What follows belongs to an exercise in optimizing a design on an open flow for small area, a short achievable clock period and few clock cycles; a production flow would make more cautious choices. Where RTL was checked, it was by simulation tests only, not by an equivalence proof against the original. Power figures rest on the tool's default switching activity, not on a simulated workload.

==> inputs of run a <==
==> flow/design.v (excerpt) <==
module adb_packet_receive_queue_top #(
	parameter int unsigned RING_SLOTS = RING_SLOTS_DEF,
	parameter int unsigned MAX_REPLY  = MAX_REPLY_DEF
) (
	input  logic          clk,
	input  logic          arst_n,
	input  logic          cfg_we,
	input  logic          cfg_wdata,
	input  logic                  item_valid,
	output logic                  item_ready,
	input  logic [MODE_W-1:0]     item_mode,
	input  logic [BYTE_W-1:0]     item_link_byte,
	input  logic                  item_end_of_packet,
	output logic                  result_valid,
	input  logic                  result_ready,
	output logic [OUTCOME_W-1:0]  result_outcome,
	output logic [BYTE_W-1:0]     result_status_flags,
	output logic [BYTE_W-1:0]     result_echoed_command,
	output logic [BYTE_W-1:0]     result_data_byte,
	output logic [DATA_IDX_W-1:0] result_data_index,
	output logic                  result_has_data,
	output logic                  result_last
);
Settings: LEC_CHECK=0, CAP_MARGIN=20, CORE_MARGIN=2, CORE_UTILIZATION=65, CTS_BUF_LIST=sky130_fd_sc_hd__clkbuf_8, CTS_CLUSTER_DIAMETER=45, CTS_CLUSTER_SIZE=20, SETUP_SLACK_MARGIN=4.5, SLEW_MARGIN=20; clock period 7.0 ns.
run.sh (not shown) runs the stock make flow with config.mk's settings and CLKGATE_MAP_FILE= SYNTH_SCRIPT=/design/flow/synth_recipe.tcl, a recipe that flattens the netlist after the stock synthesis.
==> inputs of run b, as changes to run a <==
--- a/flow/design.v
+++ b/flow/design.v
@@ -121,11 +121,11 @@
 endmodule
 import adbq_pkg::*;
 module adbq_seq #(
 	parameter int unsigned RING_SLOTS = RING_SLOTS_DEF,
 	parameter int unsigned MAX_REPLY  = MAX_REPLY_DEF,
-	parameter int unsigned RQ_DEPTH   = 6,
+	parameter int unsigned RQ_DEPTH   = 4,
 	localparam int unsigned PTR_W  = $clog2(RING_SLOTS),
 	localparam int unsigned SLOT_W = MAX_REPLY - 1,
 	localparam int unsigned OFF_W  = $clog2(SLOT_W),
 	localparam int unsigned LEN_W  = $clog2(MAX_REPLY),
 	localparam int unsigned DATA_N = SLOT_W - 2,
@@ -392,33 +392,28 @@
 	logic                  c_v, c_rep, c_done, c_has;
 	logic [OUTCOME_W-1:0]  c_code;
 	logic [PTR_W-1:0]      c_slot;
 	logic [RING_SLOTS-1:0] c_slot_oh;
 	logic [DATA_N-1:0]     c_pos_oh;
-	localparam logic [DATA_N-1:0] TAPS = DATA_N'(21'h11111);
-	logic                  c_at, c_at_rot;
 	logic [LEN_W-1:0]      c_idx, c_rem, c_li, q_li;
 	logic                  q_has;
 	logic [POS_W-1:0]      c_vict, c_vict_nx;
 	logic                  c_safe;
 	logic                  load_ok, emit, c_last, c_fin, c_load;
 	logic                  res_valid_q;
-	localparam int unsigned RES_W = OUTCOME_W + 3 * BYTE_W + DATA_IDX_W + 2;
-	logic [RES_W-1:0]      res_new, res_hold_q, res_out_q;
-	logic [OUTCOME_W-1:0]  hold_outcome;
-	logic [BYTE_W-1:0]     hold_status, hold_cmd, hold_data;
-	logic [DATA_IDX_W-1:0] hold_index;
-	logic                  hold_has, hold_last;
+	logic [OUTCOME_W-1:0]  res_outcome_q;
+	logic [BYTE_W-1:0]     res_status_q, res_cmd_q, res_data_q;
+	logic [DATA_IDX_W-1:0] res_index_q;
+	logic                  res_has_q, res_last_q;
 	assign load_ok    = !res_valid_q || result_ready;
-	assign emit       = c_v && load_ok && c_at;
-	assign c_at_rot   = |({c_pos_oh[DATA_N-2:0], c_pos_oh[DATA_N-1]} & TAPS);
+	assign emit       = c_v && load_ok;
 	assign c_last     = !c_rep || (c_rem == '0);
 	assign c_fin      = emit && c_last;
 	assign c_load     = (!c_v || c_fin) && rq_v[0];
 	assign rq_pop     = c_load;
 	assign rd_slot_oh = c_slot_oh;
-	assign rd_pos_oh  = c_pos_oh & TAPS;
+	assign rd_pos_oh  = c_pos_oh;
 	assign q_slot     = PTR_W'(rq_head[2:0]);
 	assign q_has      = has_mem[PTR_W'(rq_head[2:0])];
 	assign q_li       = li_mem[PTR_W'(rq_head[2:0])];
 	assign busy_clr   = (c_fin && c_rep) ? c_slot_oh : '0;
 	assign cmd_safe  = c_v && c_rep && c_done && (|(c_slot_oh & tail_oh));
@@ -458,37 +453,47 @@
 			c_done    <= 1'b0;
 			c_has     <= q_has;
 			c_li      <= q_li;
 			c_rem     <= q_li;
 			c_pos_oh  <= q_has ? q_pos_oh : '0;
-			c_at      <= !rq_head[3] || !q_has || (|(q_pos_oh & TAPS));
 		end else if (emit) begin
 			c_idx     <= c_idx + LEN_W'(1);
 			c_rem     <= c_rem - LEN_W'(1);
 			c_done    <= 1'b1;
 		end else begin
 			c_pos_oh  <= {c_pos_oh[DATA_N-2:0], c_pos_oh[DATA_N-1]};
-			c_at      <= !c_rep || !c_has || c_at_rot;
 		end
 		if (emit) begin
-			res_hold_q <= res_new;
-		end
-		res_out_q <= (res_new & {RES_W{emit}}) | (res_hold_q & {RES_W{!emit}});
-	end
-	assign {hold_outcome, hold_status, hold_cmd, hold_data, hold_index, hold_has, hold_last} =
-		res_hold_q;
-	always_comb begin
-		if (c_rep) begin
-			res_new = {OC_PACKET, c_done ? hold_status : rd_status, c_done ? hold_cmd : rd_command,
-				rd_data, DATA_IDX_W'(c_idx), c_has, c_last};
-		end else begin
-			res_new = {c_code, {(3 * BYTE_W + DATA_IDX_W + 1){1'b0}}, 1'b1};
+			if (c_rep) begin
+				res_outcome_q <= OC_PACKET;
+				if (!c_done) begin
+					res_status_q <= rd_status;
+					res_cmd_q    <= rd_command;
+				end
+				res_data_q  <= rd_data;
+				res_index_q <= DATA_IDX_W'(c_idx);
+				res_has_q   <= c_has;
+				res_last_q  <= c_last;
+			end else begin
+				res_outcome_q <= c_code;
+				res_status_q  <= '0;
+				res_cmd_q     <= '0;
+				res_data_q    <= '0;
+				res_index_q   <= '0;
+				res_has_q     <= 1'b0;
+				res_last_q    <= 1'b1;
+			end
 		end
 	end
 	assign result_valid          = res_valid_q;
-	assign {result_outcome, result_status_flags, result_echoed_command, result_data_byte,
-		result_data_index, result_has_data, result_last} = res_out_q;
+	assign result_outcome        = res_outcome_q;
+	assign result_status_flags   = res_status_q;
+	assign result_echoed_command = res_cmd_q;
+	assign result_data_byte      = res_data_q;
+	assign result_data_index     = res_index_q;
+	assign result_has_data       = res_has_q;
+	assign result_last           = res_last_q;
 endmodule
 import adbq_pkg::*;
 module adb_packet_receive_queue_top #(
 	parameter int unsigned RING_SLOTS = RING_SLOTS_DEF,
 	parameter int unsigned MAX_REPLY  = MAX_REPLY_DEF
--- a/flow/config.mk
+++ b/flow/config.mk
@@ -9,7 +9,7 @@
 export CORE_MARGIN = 2
 export CORE_UTILIZATION = 65
 export CTS_BUF_LIST = sky130_fd_sc_hd__clkbuf_8
 export CTS_CLUSTER_DIAMETER = 45
 export CTS_CLUSTER_SIZE = 20
-export SETUP_SLACK_MARGIN = 4.5
+export SETUP_SLACK_MARGIN = 4.15
 export SLEW_MARGIN = 20
==> inputs of run c, as changes to run a <==
--- a/flow/design.v
+++ b/flow/design.v
@@ -50,11 +50,11 @@
 	localparam int unsigned POS_W  = $clog2(DATA_N)
 ) (
 	input  logic              clk,
 	input  logic              arst_n,
 	input  logic              we,
-	input  logic [PTR_W-1:0]  wr_slot,
+	input  logic [RING_SLOTS-1:0] wr_slot_oh,
 	input  logic [1:0]        wr_kind,       
 	input  logic [BYTE_W-1:0] wr_byte,
 	input  logic [PTR_W-1:0]  q_slot,
 	output logic [DATA_N-1:0] q_pos_oh,      
 	output logic [POS_W-1:0]  q_pos,
@@ -72,11 +72,11 @@
 	logic [RING_SLOTS-1:0] wq_slot_n;
 	logic [1:0]            wq_kind;
 	logic [BYTE_W-1:0]     wq_byte;
 	always_ff @(posedge clk) begin
 		for (int s = 0; s < RING_SLOTS; s++) begin
-			wq_slot_n[s] <= !(we && (wr_slot == PTR_W'(s)));
+			wq_slot_n[s] <= !(we && wr_slot_oh[s]);
 		end
 		wq_kind <= wr_kind;
 		wq_byte <= wr_byte;
 	end
 	always_ff @(posedge clk) begin
@@ -147,11 +147,11 @@
 	output logic [BYTE_W-1:0]     result_data_byte,
 	output logic [DATA_IDX_W-1:0] result_data_index,
 	output logic                  result_has_data,
 	output logic                  result_last,
 	output logic              wr_en,
-	output logic [PTR_W-1:0]  wr_slot,
+	output logic [RING_SLOTS-1:0] wr_slot_oh,
 	output logic [1:0]        wr_kind,
 	output logic [BYTE_W-1:0] wr_byte,
 	output logic [PTR_W-1:0]  q_slot,
 	input  logic [DATA_N-1:0] q_pos_oh,
 	input  logic [POS_W-1:0]  q_pos,
@@ -203,11 +203,11 @@
 	logic              in_eop;
 	assign {in_mode, in_byte, in_eop} = in_d;
 	adbq_pkg::rx_phase_t phase_q;
 	logic [CNT_W-1:0]  count_q;
 	logic              type0_q;
-	logic [PTR_W-1:0]  head_q, tail_q;
+	logic [PTR_W-1:0]  head_q;
 	logic [RING_SLOTS-1:0] tail_oh;    
 	logic [PTR_W-1:0]  occ_q;          
 	logic [RING_SLOTS-1:0] busy_q, busy_set, busy_clr;
 	logic              has_mem [RING_SLOTS];
 	logic [LEN_W-1:0]  li_mem  [RING_SLOTS];
@@ -272,11 +272,11 @@
 	end
 	assign rq_push  = pend_v ? !rq_full : (consume && owes && !rq_full);
 	assign busy_set = (consume && is_pop && !empty && deliver_enable) ?
 		(RING_SLOTS'(1) << head_q) : '0;
 	assign wr_en   = consume && stores;
-	assign wr_slot = tail_q;
+	assign wr_slot_oh = tail_oh;
 	assign wr_kind = f_eq1 ? 2'd0 : f_eq2 ? 2'd1 : f_eq3 ? 2'd2 : 2'd3;
 	always_comb begin
 		phase_d = phase_q;
 		count_d = count_q;
 		if (consume) begin
@@ -307,11 +307,10 @@
 		if (!arst_n) begin
 			phase_q <= PH_ATTN;
 			count_q <= '0;
 			type0_q <= 1'b0;
 			head_q  <= '0;
-			tail_q  <= '0;
 			tail_oh <= RING_SLOTS'(1);
 			occ_q   <= '0;
 			busy_q  <= '0;
 			pend_v  <= 1'b0;
 			al_q    <= '0;
@@ -340,11 +339,10 @@
 				if (is_byte && f_recv && !f_nz) begin
 					type0_q <= (in_byte == PACKET_TYPE_DATA);
 				end
 				if (judging) begin
 					if (judge_oc == OC_QUEUED) begin
-						tail_q  <= ring_next(tail_q);
 						tail_oh <= {tail_oh[RING_SLOTS-2:0], tail_oh[RING_SLOTS-1]};
 						occ_q   <= occ_q + PTR_W'(1);
 					end
 				end
 				if (is_pop && !empty) begin
@@ -391,34 +389,39 @@
 	end
 	logic                  c_v, c_rep, c_done, c_has;
 	logic [OUTCOME_W-1:0]  c_code;
 	logic [PTR_W-1:0]      c_slot;
 	logic [RING_SLOTS-1:0] c_slot_oh;
-	logic [DATA_N-1:0]     c_pos_oh;
+	logic [POS_W-1:0]      c_pos, c_pos_nx;
+	logic [DATA_N-1:0]     c_tsel, c_tsel_nx;
 	localparam logic [DATA_N-1:0] TAPS = DATA_N'(21'h11111);
 	logic                  c_at, c_at_rot;
 	logic [LEN_W-1:0]      c_idx, c_rem, c_li, q_li;
 	logic                  q_has;
 	logic [POS_W-1:0]      c_vict, c_vict_nx;
 	logic                  c_safe;
 	logic                  load_ok, emit, c_last, c_fin, c_load;
 	logic                  res_valid_q;
-	localparam int unsigned RES_W = OUTCOME_W + 3 * BYTE_W + DATA_IDX_W + 2;
-	logic [RES_W-1:0]      res_new, res_hold_q, res_out_q;
-	logic [OUTCOME_W-1:0]  hold_outcome;
-	logic [BYTE_W-1:0]     hold_status, hold_cmd, hold_data;
-	logic [DATA_IDX_W-1:0] hold_index;
-	logic                  hold_has, hold_last;
+	logic [OUTCOME_W-1:0]  res_outcome_q;
+	logic [BYTE_W-1:0]     res_status_q, res_cmd_q, res_data_q;
+	logic [DATA_IDX_W-1:0] res_index_q;
+	logic                  res_has_q, res_last_q;
 	assign load_ok    = !res_valid_q || result_ready;
 	assign emit       = c_v && load_ok && c_at;
-	assign c_at_rot   = |({c_pos_oh[DATA_N-2:0], c_pos_oh[DATA_N-1]} & TAPS);
+	assign c_pos_nx   = (c_pos == POS_W'(DATA_N - 1)) ? '0 : c_pos + POS_W'(1);
+	always_comb begin
+		for (int p = 0; p < DATA_N; p++) begin
+			c_tsel_nx[p] = TAPS[p] && (c_pos_nx == POS_W'(p));
+		end
+	end
+	assign c_at_rot   = |c_tsel_nx;
 	assign c_last     = !c_rep || (c_rem == '0);
 	assign c_fin      = emit && c_last;
 	assign c_load     = (!c_v || c_fin) && rq_v[0];
 	assign rq_pop     = c_load;
 	assign rd_slot_oh = c_slot_oh;
-	assign rd_pos_oh  = c_pos_oh & TAPS;
+	assign rd_pos_oh  = c_tsel;
 	assign q_slot     = PTR_W'(rq_head[2:0]);
 	assign q_has      = has_mem[PTR_W'(rq_head[2:0])];
 	assign q_li       = li_mem[PTR_W'(rq_head[2:0])];
 	assign busy_clr   = (c_fin && c_rep) ? c_slot_oh : '0;
 	assign cmd_safe  = c_v && c_rep && c_done && (|(c_slot_oh & tail_oh));
@@ -457,38 +460,52 @@
 			c_idx     <= '0;
 			c_done    <= 1'b0;
 			c_has     <= q_has;
 			c_li      <= q_li;
 			c_rem     <= q_li;
-			c_pos_oh  <= q_has ? q_pos_oh : '0;
+			c_pos     <= q_pos;
+			c_tsel    <= q_has ? (q_pos_oh & TAPS) : '0;
 			c_at      <= !rq_head[3] || !q_has || (|(q_pos_oh & TAPS));
 		end else if (emit) begin
 			c_idx     <= c_idx + LEN_W'(1);
 			c_rem     <= c_rem - LEN_W'(1);
 			c_done    <= 1'b1;
 		end else begin
-			c_pos_oh  <= {c_pos_oh[DATA_N-2:0], c_pos_oh[DATA_N-1]};
+			c_pos     <= c_pos_nx;
+			c_tsel    <= c_has ? c_tsel_nx : '0;
 			c_at      <= !c_rep || !c_has || c_at_rot;
 		end
 		if (emit) begin
-			res_hold_q <= res_new;
-		end
-		res_out_q <= (res_new & {RES_W{emit}}) | (res_hold_q & {RES_W{!emit}});
-	end
-	assign {hold_outcome, hold_status, hold_cmd, hold_data, hold_index, hold_has, hold_last} =
-		res_hold_q;
-	always_comb begin
-		if (c_rep) begin
-			res_new = {OC_PACKET, c_done ? hold_status : rd_status, c_done ? hold_cmd : rd_command,
-				rd_data, DATA_IDX_W'(c_idx), c_has, c_last};
-		end else begin
-			res_new = {c_code, {(3 * BYTE_W + DATA_IDX_W + 1){1'b0}}, 1'b1};
+			if (c_rep) begin
+				res_outcome_q <= OC_PACKET;
+				if (!c_done) begin
+					res_status_q <= rd_status;
+					res_cmd_q    <= rd_command;
+				end
+				res_data_q  <= rd_data;
+				res_index_q <= DATA_IDX_W'(c_idx);
+				res_has_q   <= c_has;
+				res_last_q  <= c_last;
+			end else begin
+				res_outcome_q <= c_code;
+				res_status_q  <= '0;
+				res_cmd_q     <= '0;
+				res_data_q    <= '0;
+				res_index_q   <= '0;
+				res_has_q     <= 1'b0;
+				res_last_q    <= 1'b1;
+			end
 		end
 	end
 	assign result_valid          = res_valid_q;
-	assign {result_outcome, result_status_flags, result_echoed_command, result_data_byte,
-		result_data_index, result_has_data, result_last} = res_out_q;
+	assign result_outcome        = res_outcome_q;
+	assign result_status_flags   = res_status_q;
+	assign result_echoed_command = res_cmd_q;
+	assign result_data_byte      = res_data_q;
+	assign result_data_index     = res_index_q;
+	assign result_has_data       = res_has_q;
+	assign result_last           = res_last_q;
 endmodule
 import adbq_pkg::*;
 module adb_packet_receive_queue_top #(
 	parameter int unsigned RING_SLOTS = RING_SLOTS_DEF,
 	parameter int unsigned MAX_REPLY  = MAX_REPLY_DEF
@@ -515,11 +532,12 @@
 	localparam int unsigned PTR_W  = $clog2(RING_SLOTS);
 	localparam int unsigned SLOT_W = MAX_REPLY - 1;
 	localparam int unsigned OFF_W  = $clog2(SLOT_W);
 	logic              deliver_enable_q;
 	logic              wr_en;
-	logic [PTR_W-1:0]  wr_slot, q_slot;
+	logic [PTR_W-1:0]  q_slot;
+	logic [RING_SLOTS-1:0] wr_slot_oh;
 	logic [1:0]        wr_kind;
 	logic [$clog2(SLOT_W-2)-1:0] q_pos;
 	logic [RING_SLOTS-1:0] rd_slot_oh;
 	logic [SLOT_W-3:0] rd_pos_oh, q_pos_oh;
 	logic [BYTE_W-1:0] wr_byte, rd_status, rd_command, rd_data;
@@ -550,11 +568,11 @@
 		.result_data_byte      (result_data_byte),
 		.result_data_index     (result_data_index),
 		.result_has_data       (result_has_data),
 		.result_last           (result_last),
 		.wr_en      (wr_en),
-		.wr_slot    (wr_slot),
+		.wr_slot_oh (wr_slot_oh),
 		.wr_kind    (wr_kind),
 		.wr_byte    (wr_byte),
 		.q_slot     (q_slot),
 		.q_pos_oh   (q_pos_oh),
 		.q_pos      (q_pos),
@@ -569,11 +587,11 @@
 		.MAX_REPLY  (MAX_REPLY)
 	) u_store (
 		.clk        (clk),
 		.arst_n     (arst_n),
 		.we         (wr_en),
-		.wr_slot    (wr_slot),
+		.wr_slot_oh (wr_slot_oh),
 		.wr_kind    (wr_kind),
 		.wr_byte    (wr_byte),
 		.q_slot     (q_slot),
 		.q_pos_oh   (q_pos_oh),
 		.q_pos      (q_pos),
--- a/flow/config.mk
+++ b/flow/config.mk
@@ -9,7 +9,7 @@
 export CORE_MARGIN = 2
 export CORE_UTILIZATION = 65
 export CTS_BUF_LIST = sky130_fd_sc_hd__clkbuf_8
 export CTS_CLUSTER_DIAMETER = 45
 export CTS_CLUSTER_SIZE = 20
-export SETUP_SLACK_MARGIN = 4.5
+export SETUP_SLACK_MARGIN = 4.2
 export SLEW_MARGIN = 20
==> impl_metrics.py <==
metrics = {
    "place": {
        "hpwl_um": 53500,
    },
    "status": {
        "run_status": "timing/DRC/antenna clean",
    },
    "drt": {
        "route.layer.met1.wl_um": 43400,
    },
    "yosys": {
        "ys_seq_elements": 1763,
        "yosys.area_share.xor_xnor": 0.00798,
        "synth_cell_types": 92,
    },
    "cells_and_area": {
        "drive_gt1_frac": 0.153,
    },
    "timing": {
        "max_freq_mhz": 348,
        "slew-limit-headroom": 0.249,
    },
    "power": {
        "total_combinational_power_mw": 2.16,
        "p_per_area_nw_per_um2": 360,
    },
    "setup_path": {
        "source_of_the_critical_timing_path": "u_seq.res_data_q[1]$_SDFFCE_PN0P_",
    },
}
[end of results for run c]
==> impl_metrics.py <==
metrics = {
    "setup_path": {
        "source_of_the_critical_timing_path": "u_seq.res_data_q[1]$_SDFFCE_PN0P_",
    },
    "power": {
        "p_per_area_nw_per_um2": 375,
        "total_combinational_power_mw": 4.44,
    },
    "cells_and_area": {
        "drive_gt1_frac": 0.132,
    },
    "status": {
        "run_status": "timing/DRC/antenna clean",
    },
    "yosys": {
        "yosys.area_share.xor_xnor": 0.00701,
    },
    "timing": {
        "max_freq_mhz": 347,
    },
}
[end of results for run b]
==> impl_metrics.py <==
metrics = {
    "timing": {
        "slew-limit-headroom": 0.246,
    },
    "yosys": {
        "synth_cell_types": 79,
        "yosys.area_share.xor_xnor": 0.00735,
        "ys_seq_elements": 1811,
    },
    "cells_and_area": {
        "drive_gt1_frac": 0.189,
    },
    "power": {
        "p_per_area_nw_per_um2": 378,
        "total_combinational_power_mw": 3.33,
    },
    "status": {
        "run_status": "timing/DRC/antenna clean",
    },
}
[end of results for run a]
Testbench counts of run a, summed over its fixed seeds: cycles 23,510.
Testbench counts of run c, summed over its fixed seeds: cycles 23,510.
The RTL of run b was laid out without a check of its function.

-- separate check: timing with driven ports --
The results above use ideal ports. As a check the final layouts listed here were re-extracted and re-timed, cells and wires unchanged. Step 1 sets driving cells, clkbuf_16 on the clock port and buf_2 on the other inputs (assumed; they add their load-dependent delay and slew). Step 2 adds t to the input delays and takes it off the output delays; t is the mean of the earliest and latest rising clock arrival at the registers after step 1. Input paths then give back, and output paths get back, about the clock's delay inside the block. Three values: ideal, step 1, step 2; two values: the first two.
run | t (ns) | setup slack, ns | worst setup path after step 2
run a | 0.870 | 4.235 / 4.169 / 3.902 | input to register
run b | 0.894 | 4.114 / 4.047 / 3.329 | input to register
run c | 0.842 | 4.130 / 4.070 / 3.451 | input to register
After both steps setup and hold are still met in every run listed. For run b, which loses most, drivers alone change the setup slack by -0.067 ns; drivers and shift together by -0.785 ns.
